What follows belongs to an exercise in optimizing a design on an open flow for small area, a short achievable clock period and few clock cycles per item; a production flow would make more cautious choices. The RTL was checked by simulation tests, not by an equivalence proof against the original design. Power figures rest on the tool's default switching activity, not on a simulated workload.

### design.v
package lmgb_pkg;
  localparam int WIDTH  = 128;
  localparam int HEIGHT = 64;
  localparam int LS     = 6 * WIDTH;
  localparam logic [7:0] THR_LOW     = 8'd30;
  localparam logic [7:0] THR_HIGH    = 8'd220;
  localparam logic [7:0] GLARE_LEVEL = 8'd220;
  localparam int DIV_K = 17;
  localparam logic REG_MARGIN_IDX = 1'b0;
endpackage
module lmgb_divider (
  input  logic [13:0]       sum,
  input  logic              m2,      
  input  logic              m3,      
  input  logic [8:0]        offset,  
  output logic signed [9:0] x
);
  localparam int PW = 28;
  logic [PW-1:0] h;
  logic [PW-1:0] pa, pb, pc, pd, na, nb, bias, offs;
  logic [PW-1:0] p;
  logic [9:0]    ptop;
  always_comb begin
    h = PW'(sum);
    pa = m3 ? (h << 2) : m2 ? (h << 7)  : (h << 8);
    pb = m3 ? (h << 7) : m2 ? (h << 10) : (h << 14);
    pc = m3 ? (h << 9) : m2 ? (h << 12) : '0;
    pd = m3 ? (h << 11) : '0;
    na = (m2 | m3) ? h : (h << 5);
    nb = m3 ? (h << 4) : m2 ? (h << 2) : (h << 11);
    bias = (m2 | m3) ? '0 : PW'(14528);
    offs = PW'({{(PW-9){offset[8]}}, offset}) << lmgb_pkg::DIV_K;
    p = pa + pb + pc + pd + bias - na - nb - offs;
  end
  assign ptop = p >> lmgb_pkg::DIV_K;
  assign x    = $signed(ptop);
endmodule
module local_mean_glare_binarizer (
  input  logic       clk,
  input  logic       rst_n,
  input  logic       in_valid,
  output logic       in_ready,
  input  logic [7:0] in_pixel,
  output logic       out_valid,
  input  logic       out_ready,
  output logic [5:0] out_row,
  output logic [6:0] out_col,
  output logic       out_is_white,
  output logic       out_frame_last,
  input  logic       cfg_we,
  input  logic       cfg_index,
  input  logic [8:0] cfg_data
);
  localparam int W  = lmgb_pkg::WIDTH;
  localparam int LS = lmgb_pkg::LS;
  localparam int F  = 8;             
  logic [1:0] wm_r;
  logic [8:0] off_r;
  logic       m2, m3;
  logic [2:0] m;                     
  assign m2 = wm_r[1];
  assign m3 = (wm_r == 2'd3);
  assign m  = m3 ? 3'd3 : m2 ? 3'd2 : 3'd1;
  always_ff @(posedge clk) begin
    if (!rst_n) begin
      wm_r  <= 2'd1;
      off_r <= '0;
    end else if (cfg_we) begin
      if (cfg_index == lmgb_pkg::REG_MARGIN_IDX) wm_r <= cfg_data[1:0];
      else off_r <= cfg_data;
    end
  end
  logic       rdy_r;
  logic       acc;
  logic       v0;
  logic [7:0] p0;
  assign in_ready = rdy_r;
  assign acc      = in_valid & rdy_r;
  always_ff @(posedge clk) begin
    if (!rst_n) v0 <= 1'b0;
    else        v0 <= acc;
    p0 <= in_pixel;
  end
  logic [5:0] row_r;
  logic [6:0] col_r;
  always_ff @(posedge clk) begin
    if (!rst_n) begin
      row_r <= '0;
      col_r <= '0;
    end else if (v0) begin
      col_r <= col_r + 1'b1;
      if (col_r == 7'(W - 1)) row_r <= row_r + 1'b1;
    end
  end
  logic emit;
  assign emit = (row_r >= {2'b0, m, 1'b0}) && (col_r >= {3'b0, m, 1'b0});
  logic [8*LS-1:0] ls;
  always_ff @(posedge clk) begin
    if (v0) ls <= {ls[8*(LS-1)-1:0], p0};
  end
  logic [7:0] t1, t2, t3, t4, t5, t6;
  assign t1 = ls[8*(1*W)-1 -: 8];
  assign t2 = ls[8*(2*W)-1 -: 8];
  assign t3 = ls[8*(3*W)-1 -: 8];
  assign t4 = ls[8*(4*W)-1 -: 8];
  assign t5 = ls[8*(5*W)-1 -: 8];
  assign t6 = ls[8*(6*W)-1 -: 8];
  logic [9:0]  cs1;
  logic [10:0] cs2, cs3;
  always_comb begin
    cs1 = 10'(p0) + 10'(t1) + 10'(t2);
    cs2 = 11'(cs1) + 11'(t3) + 11'(t4);
    cs3 = cs2 + 11'(t5) + 11'(t6);
  end
  logic [9:0]  h1 [3];
  logic [10:0] h2 [5];
  logic [10:0] h3 [7];
  always_ff @(posedge clk) begin
    if (v0) begin
      h1[0] <= cs1;
      h2[0] <= cs2;
      h3[0] <= cs3;
      for (int j = 1; j < 3; j++) h1[j] <= h1[j-1];
      for (int j = 1; j < 5; j++) h2[j] <= h2[j-1];
      for (int j = 1; j < 7; j++) h3[j] <= h3[j-1];
    end
  end
  logic e1, e2, e3;
  always_ff @(posedge clk) begin
    if (!rst_n) begin
      e1 <= 1'b0;
      e2 <= 1'b0;
      e3 <= 1'b0;
    end else begin
      e1 <= v0 & emit;
      e2 <= e1;
      e3 <= e2;
    end
  end
  logic [13:0] hsum;
  always_comb begin
    if (m3) begin
      hsum = 14'(h3[0]) + 14'(h3[1]) + 14'(h3[2]) + 14'(h3[3]) + 14'(h3[4]) + 14'(h3[5])
           + 14'(h3[6]);
    end else if (m2) begin
      hsum = 14'(h2[0]) + 14'(h2[1]) + 14'(h2[2]) + 14'(h2[3]) + 14'(h2[4]);
    end else begin
      hsum = 14'(h1[0]) + 14'(h1[1]) + 14'(h1[2]);
    end
  end
  logic [2:0][2:0][7:0] blk;
  for (genvar a = 0; a < 3; a++) begin : g_blk_r
    for (genvar b = 0; b < 3; b++) begin : g_blk_c
      assign blk[a][b] = m3 ? ls[8*(W*(a+2)+b+3)-1 -: 8]
                       : m2 ? ls[8*(W*(a+1)+b+2)-1 -: 8]
                       :      ls[8*(W*a+b+1)-1 -: 8];
    end
  end
  logic [13:0] hsum_r;
  logic [2:0][2:0][7:0] b2;
  always_ff @(posedge clk) begin
    hsum_r <= hsum;
    b2     <= blk;
  end
  logic signed [9:0] xq;
  lmgb_divider u_div (
    .sum    (hsum_r),
    .m2     (m2),
    .m3     (m3),
    .offset (off_r),
    .x      (xq)
  );
  logic signed [9:0] x_r;
  logic [2:0][2:0][7:0] b3;
  always_ff @(posedge clk) begin
    x_r <= xq;
    b3  <= b2;
  end
  logic [8:0] dark;
  for (genvar a = 0; a < 9; a++) begin : g_dark
    logic [7:0] pv;
    assign pv = b3[a/3][a%3];
    assign dark[a] = (pv < lmgb_pkg::THR_LOW)
                  || ((pv < lmgb_pkg::THR_HIGH) && ($signed({2'b00, pv}) < x_r));
  end
  logic [3:0] ndark;
  logic       white;
  logic [7:0] cen;
  assign cen = b3[1][1];
  always_comb begin
    ndark = '0;
    for (int a = 0; a < 9; a++) ndark = ndark + {3'b0, dark[a]};
    if (cen > lmgb_pkg::GLARE_LEVEL) begin
      white = (ndark < 4'd4);
    end else begin
      white = (cen > 8'd250)
           || ((cen > 8'd60) && ($signed({3'b000, cen}) - 11'sd30 > 11'(x_r)));
    end
  end
  logic       q_r [F];
  logic [3:0] cnt_r;
  logic       ov_r;
  logic       pop, push;
  assign push = e3;
  assign pop  = ov_r & out_ready;
  logic [3:0] wr_idx;
  assign wr_idx = cnt_r - {3'b0, pop};
  always_ff @(posedge clk) begin
    for (int i = 0; i < F; i++) begin
      if (push && (wr_idx == 4'(i))) q_r[i] <= white;
      else if (pop) q_r[i] <= (i + 1 < F) ? q_r[(i + 1) % F] : 1'b0;
    end
  end
  logic [3:0] cnt_nxt;
  assign cnt_nxt = cnt_r + {3'b0, push} - {3'b0, pop};
  always_ff @(posedge clk) begin
    if (!rst_n) begin
      cnt_r <= '0;
      ov_r  <= 1'b0;
    end else begin
      cnt_r <= cnt_nxt;
      ov_r  <= (cnt_nxt != 4'd0);
    end
  end
  logic [3:0] tk_r, tk_nxt;
  assign tk_nxt = tk_r + {3'b0, acc} - {3'b0, v0 & ~emit} - {3'b0, pop};
  always_ff @(posedge clk) begin
    if (!rst_n) begin
      tk_r  <= '0;
      rdy_r <= 1'b1;
    end else begin
      tk_r  <= tk_nxt;
      rdy_r <= (tk_nxt < 4'(F));
    end
  end
  logic [5:0] orow_r;
  logic [6:0] ocol_r;
  logic       olast_r;
  logic       idle;
  assign idle = ~(v0 | e1 | e2 | e3 | ov_r);
  logic [5:0] f_row, s_row;
  logic [6:0] f_col, s_col;
  always_comb begin
    if (row_r >= {2'b0, m, 1'b0}) begin
      f_row = row_r - {3'b0, m};
      f_col = (col_r >= {3'b0, m, 1'b0}) ? col_r - {4'b0, m} : {4'b0, m};
    end else begin
      f_row = {3'b0, m};
      f_col = {4'b0, m};
    end
    if (ocol_r == 7'(W - 1) - {4'b0, m}) begin
      s_col = {4'b0, m};
      s_row = (orow_r == 6'(lmgb_pkg::HEIGHT - 1) - {3'b0, m}) ? {3'b0, m} : orow_r + 1'b1;
    end else begin
      s_col = ocol_r + 1'b1;
      s_row = orow_r;
    end
  end
  always_ff @(posedge clk) begin
    if (idle) begin
      orow_r  <= f_row;
      ocol_r  <= f_col;
      olast_r <= (f_row == 6'(lmgb_pkg::HEIGHT - 1) - {3'b0, m})
              && (f_col == 7'(W - 1) - {4'b0, m});
    end else if (pop) begin
      orow_r  <= s_row;
      ocol_r  <= s_col;
      olast_r <= (s_row == 6'(lmgb_pkg::HEIGHT - 1) - {3'b0, m})
              && (s_col == 7'(W - 1) - {4'b0, m});
    end
  end
  assign out_valid      = ov_r;
  assign out_is_white   = q_r[0];
  assign out_row        = orow_r;
  assign out_col        = ocol_r;
  assign out_frame_last = olast_r;
endmodule
### run.sh
#!/bin/bash
# synth_recipe.tcl (not shown) runs the flow's synth.tcl, then flattens the netlist and writes it again
# the make line also repeats each setting of config.mk as NAME=value (left out here)
make -C /OpenROAD-flow-scripts/flow DESIGN_CONFIG=/design/flow/config.mk WORK_HOME=/design/flow/orfs CLKGATE_MAP_FILE= SYNTH_SCRIPT=/design/flow/synth_recipe.tcl finish
### config.mk
export PLATFORM = sky130hd
export DESIGN_NAME = local_mean_glare_binarizer
export DESIGN_NICKNAME = local_mean_glare_binarizer
export VERILOG_FILES = /design/flow/design.v
export SDC_FILE = /design/flow/constraint.sdc
export NUM_CORES = 4
export LEC_CHECK = 0
export CAP_MARGIN = 20
export CORE_MARGIN = 2
export CORE_UTILIZATION = 45
export PLACE_DENSITY = 0.6
export SLEW_MARGIN = 20
export SYNTH_MEMORY_MAX_BITS = 16384
### constraint.sdc
create_clock -name core_clock -period 10.0 [get_ports {clk}]
set_input_delay 2.0000 -clock core_clock [delete_from_list [all_inputs] [get_ports {clk}]]
set_output_delay 2.0000 -clock core_clock [all_outputs]
set_load 0.01 [all_outputs]
==> results.txt <==
[flip-flops by register name, indices dropped and copies added, names as in the netlist, 7 cells and up]
name    cells
h2         55
h3         77
q_r         8
b3         72
b2         72
hsum_r     14
col_r       7
ocol_r      7
off_r       9
h1         30
ls       6144
p0          8
x_r        10
[per-layer routing]
layer  global-route usage  wire (um)  vias to the layer above  part of all wire
li1                     -          -                    34259                 -
met1                0.191     147000                    38800              0.50
met2                0.176     129000                     1258              0.44
met3               0.0214      11500                      550             0.039
met4               0.0381       7480                        0             0.025
met5                    0          0                        -                 0
[metrics by stage]
stage	cells	instance area, um2	worst slack, ns	util	hold WS [ns]
2_1_floorplan	8352	209000	-38.43	-	0.310
3_3_place_gp	14557	218000	3.25	0.470	0.315
3_5_place_dp	14557	218000	3.32	0.470	0.312
4_1_cts	15690	238000	3.32	0.513	0.278
5_1_grt	15691	238000	3.35	0.513	0.291
6_report	15692	238000	3.73	0.513	0.280
[power groups by stage]
| stage | registers (uW) | clock network [uW] | logic, uW |
|---|---|---|---|
| 6_report | 31300 | 22500 | 7380 |
| 5_1_grt | 31300 | 24400 | 8420 |
| 4_1_cts | 31300 | 23400 | 7590 |
| 3_5_place_dp | 31900 | 0 | 7540 |
| 3_3_place_gp | 31900 | 0 | 7560 |
| 2_1_floorplan | 37700 | 0 | 4350 |
[cell families after synthesis]
kind of cell             Yosys count  share of synthesized area
XOR/XNOR                          93                    0.00390
buffers and inverters            276                    0.00511
AO/OA/AOI/OAI                    424                     0.0128
adder cells (fa/ha/maj)          438                     0.0334
multiplexers                      92                    0.00446
other                              1                  0.0000179
AND/OR/NAND/NOR                  486                     0.0110
flip-flops                      6542                      0.929
[worst max path at each step]
stage,endpoint,slack [ns],cells after the start
after detailed placement,x_r[8],3.32,17
after CTS,x_r[8],3.32,17
after global routing,x_r[9],3.35,17
after global placement,x_r[9],3.25,17
final,x_r[8],3.73,17
after floorplan,rdy_r,-38.43,12
[cells in the final DEF, fill, tap and decap left out, drive strengths merged, types with 10 or more instances in the layout]
cell	instances
and2	26
edfxtp	6328
inv	225
a211oi	10
a21boi	17
xnor2	65
ha	238
o21a	16
xor2	28
buf	66
bufinv	34
a21o	43
dfxtp	214
and3	16
o211ai	15
nor2	143
mux2	10
clkbuf	790
mux2i	82
fa	200
a21oi	157
nand3	34
clkdlybuf4s50	39
nand2b	36
nor3	27
nand4	21
nor2b	22
a31oi	27
clkinv	280
nand2	133
o21ai	74
[critical path: stages, from the launching register on]
cell and delay (ns):
dfxtp_4 0.61, and2_1 0.71, nand2_1 0.38, o21ai_0 0.27, inv_1 0.11, fa_1 0.51
fa_1 0.50, inv_1 0.05, fa_1 0.50, fa_1 0.49, ha_1 0.35, nand4_1 0.13
or3_1 0.41, o2111ai_1 0.47, a41oi_2 0.26, o21bai_2 0.20, a21oi_1 0.11, xnor2_1 0.13
[cell type report]
| type | count | area share |
|---|---|---|
| Sequential cell | 6542 | 0.818 |
| Clock buffer | 790 | 0.0710 |
| Multi-Input combinational cell | 1534 | 0.0579 |
| Tap cell | 6174 | 0.0325 |
| Clock inverter | 343 | 0.0124 |
| Timing Repair Buffer | 105 | 0.00511 |
| Inverter | 202 | 0.00319 |
| Antenna cell | 2 | 0.0000211 |
==> impl_metrics.yaml <==
die:
  die_area_um2: 470000
  die_x_um: 686
  rows: 250
  coreArea_um2: 463000
  die_y_um: 686
  initial_core_util: 0.451
  ios: 40
clock_network:
  hold_buffers: 0
  insertion_delay_ns: 1.04
  cts_buffer_depth: 4
  cts_buffers: 624
  htreeDepth: 6
  ctsRootBufferMaster: "clkbuf_16"
  cts_tree: "yes"
  cts.sinks: 6542
  cts_resized: 0
  cts_setup_buffers: 0
  path_clk_slew_ns: 0.07
synthesis:
  yosys-top-cells-area: "edfxtp_1, dfxtp_1, fa_1"
  synth_edf_count: 6328
  synth_largest_area_cell: "edfxtp_1"
  synth_fp_nets: 8813
  ys_ff_latch: 6542
  synthArstFlopShare: 0
  synth_top_cell_area_share: 0.909
  ys_types: 73
  synth-main-ff-cell: "edfxtp_1"
  yosysWarnings: 6
  synth_most_common_cell: "edfxtp_1"
  synth_cells: 8352
  synth_seq_area_share: 0.929
  syn_area_um2: 209000
  synth_common_cells: "edfxtp_1, ha_1, dfxtp_1"
  syn-mean-instance-area_um2: 25.0
timing:
  fin_crit_ns: 6.27
  setup_viol: 0
  rsz0062_at_grt: "no"
  finalSetupTns_ns: 0
  worstMarginPinSlew_ns: 1.14
  finalMaxSlewViolations: 0
  max_freq_mhz: 159
  fin_skew_ns: 0.0818
  slew_headroom: 0.239
  fin_crit_sh: 0.627
  hold_viol: 0
global_route:
  antenna_found_initial: 17
  grt_pass1_vias: 75983
  grtUsageTotal: 0.122
  grt_max_degree: 201
  grt_pass1_wl_mm: 454
  grt-ovfl-total: 0
flow_run:
  max_cap_violations: 0
power:
  internal_power_uw: 46500
  p_sw_uw: 14700
  swShare: 0.241
  ir_drop_mv: 0.259
  seqPwrFrac: 0.511
  comb_power_share: 0.121
  clkPwrFrac: 0.368
  p_total_uw: 61200
  p_leak_uw: 0.0595
  power_density_nw_per_um2: 258
hold_path:
  hold_depth: 0
  hp-start: "b2[54]"
  min_to: "b3[54]"
  hold_path_class: "flip-flop to flip-flop"
setup_path:
  path_class: "flip-flop to flip-flop"
  crit_start: "wm_r[1]"
  r2r-end: "x_r[8]"
  worst_setup_path_start_kind: "flip-flop"
  arrival_ns: 7.20
  reg2regPathDepth: 17
  cp.required_ns: 10.93
  crit_path_max_fanout: 32
  reg2reg_slack_ns: 3.73
  reg2reg_from: "wm_r[1]"
  end_kind: "flip-flop"
drt:
  avgRoutedWirePerCell_um: 18.8
  first_iter_violations: 7400
  postRouteAntennaNets: 0
  wirelength_mm: 295
  drc: 0
  vias_per_cell: 4.77
  num_vias: 74867
  first_pass_iters: 7
cells_and_area:
  syn_to_final_growth_pct: 13.6
  drive_above_1_share: 0.102
  fillCellCount: 35222
  fin_nets: 9470
  multiInputGateArea_um2: 13800
  layout.area.seq_um2: 194000
outcome:
  outcome: "finished clean"
place:
  port_buffers: 39
  dpl.hpwl_mm: 153
  gp_congestion: 0.785
Testbench counts, summed over its fixed seeds: cycles 49,212, items 49,152.

==> port drivers added, routing unchanged <==
How much do the figures lean on ideal ports? The routed layout below was timed once more, with nothing changed but the port constraints. Step 1: set_driving_cell puts a clkbuf_16 on clk and a buf_2 on each other input, an assumption about the parent block. Step 2 adds t to the input delays and takes it off the output delays; t is the mean of the earliest and latest rising clock arrival at the registers after step 1. Input paths then give back, and output paths get back, about the clock's delay inside the block. a / b / c = ideal / step 1 / step 2; a / b = the first two.
t (ns): 1.101
setup slack, ns: 3.726 / 3.726 / 3.726
worst slew at a driven data input, ns: 0.24
After both steps setup and hold are still met in this run. For this run, drivers alone change the setup slack by 0.000 ns; drivers and shift together by 0.000 ns.
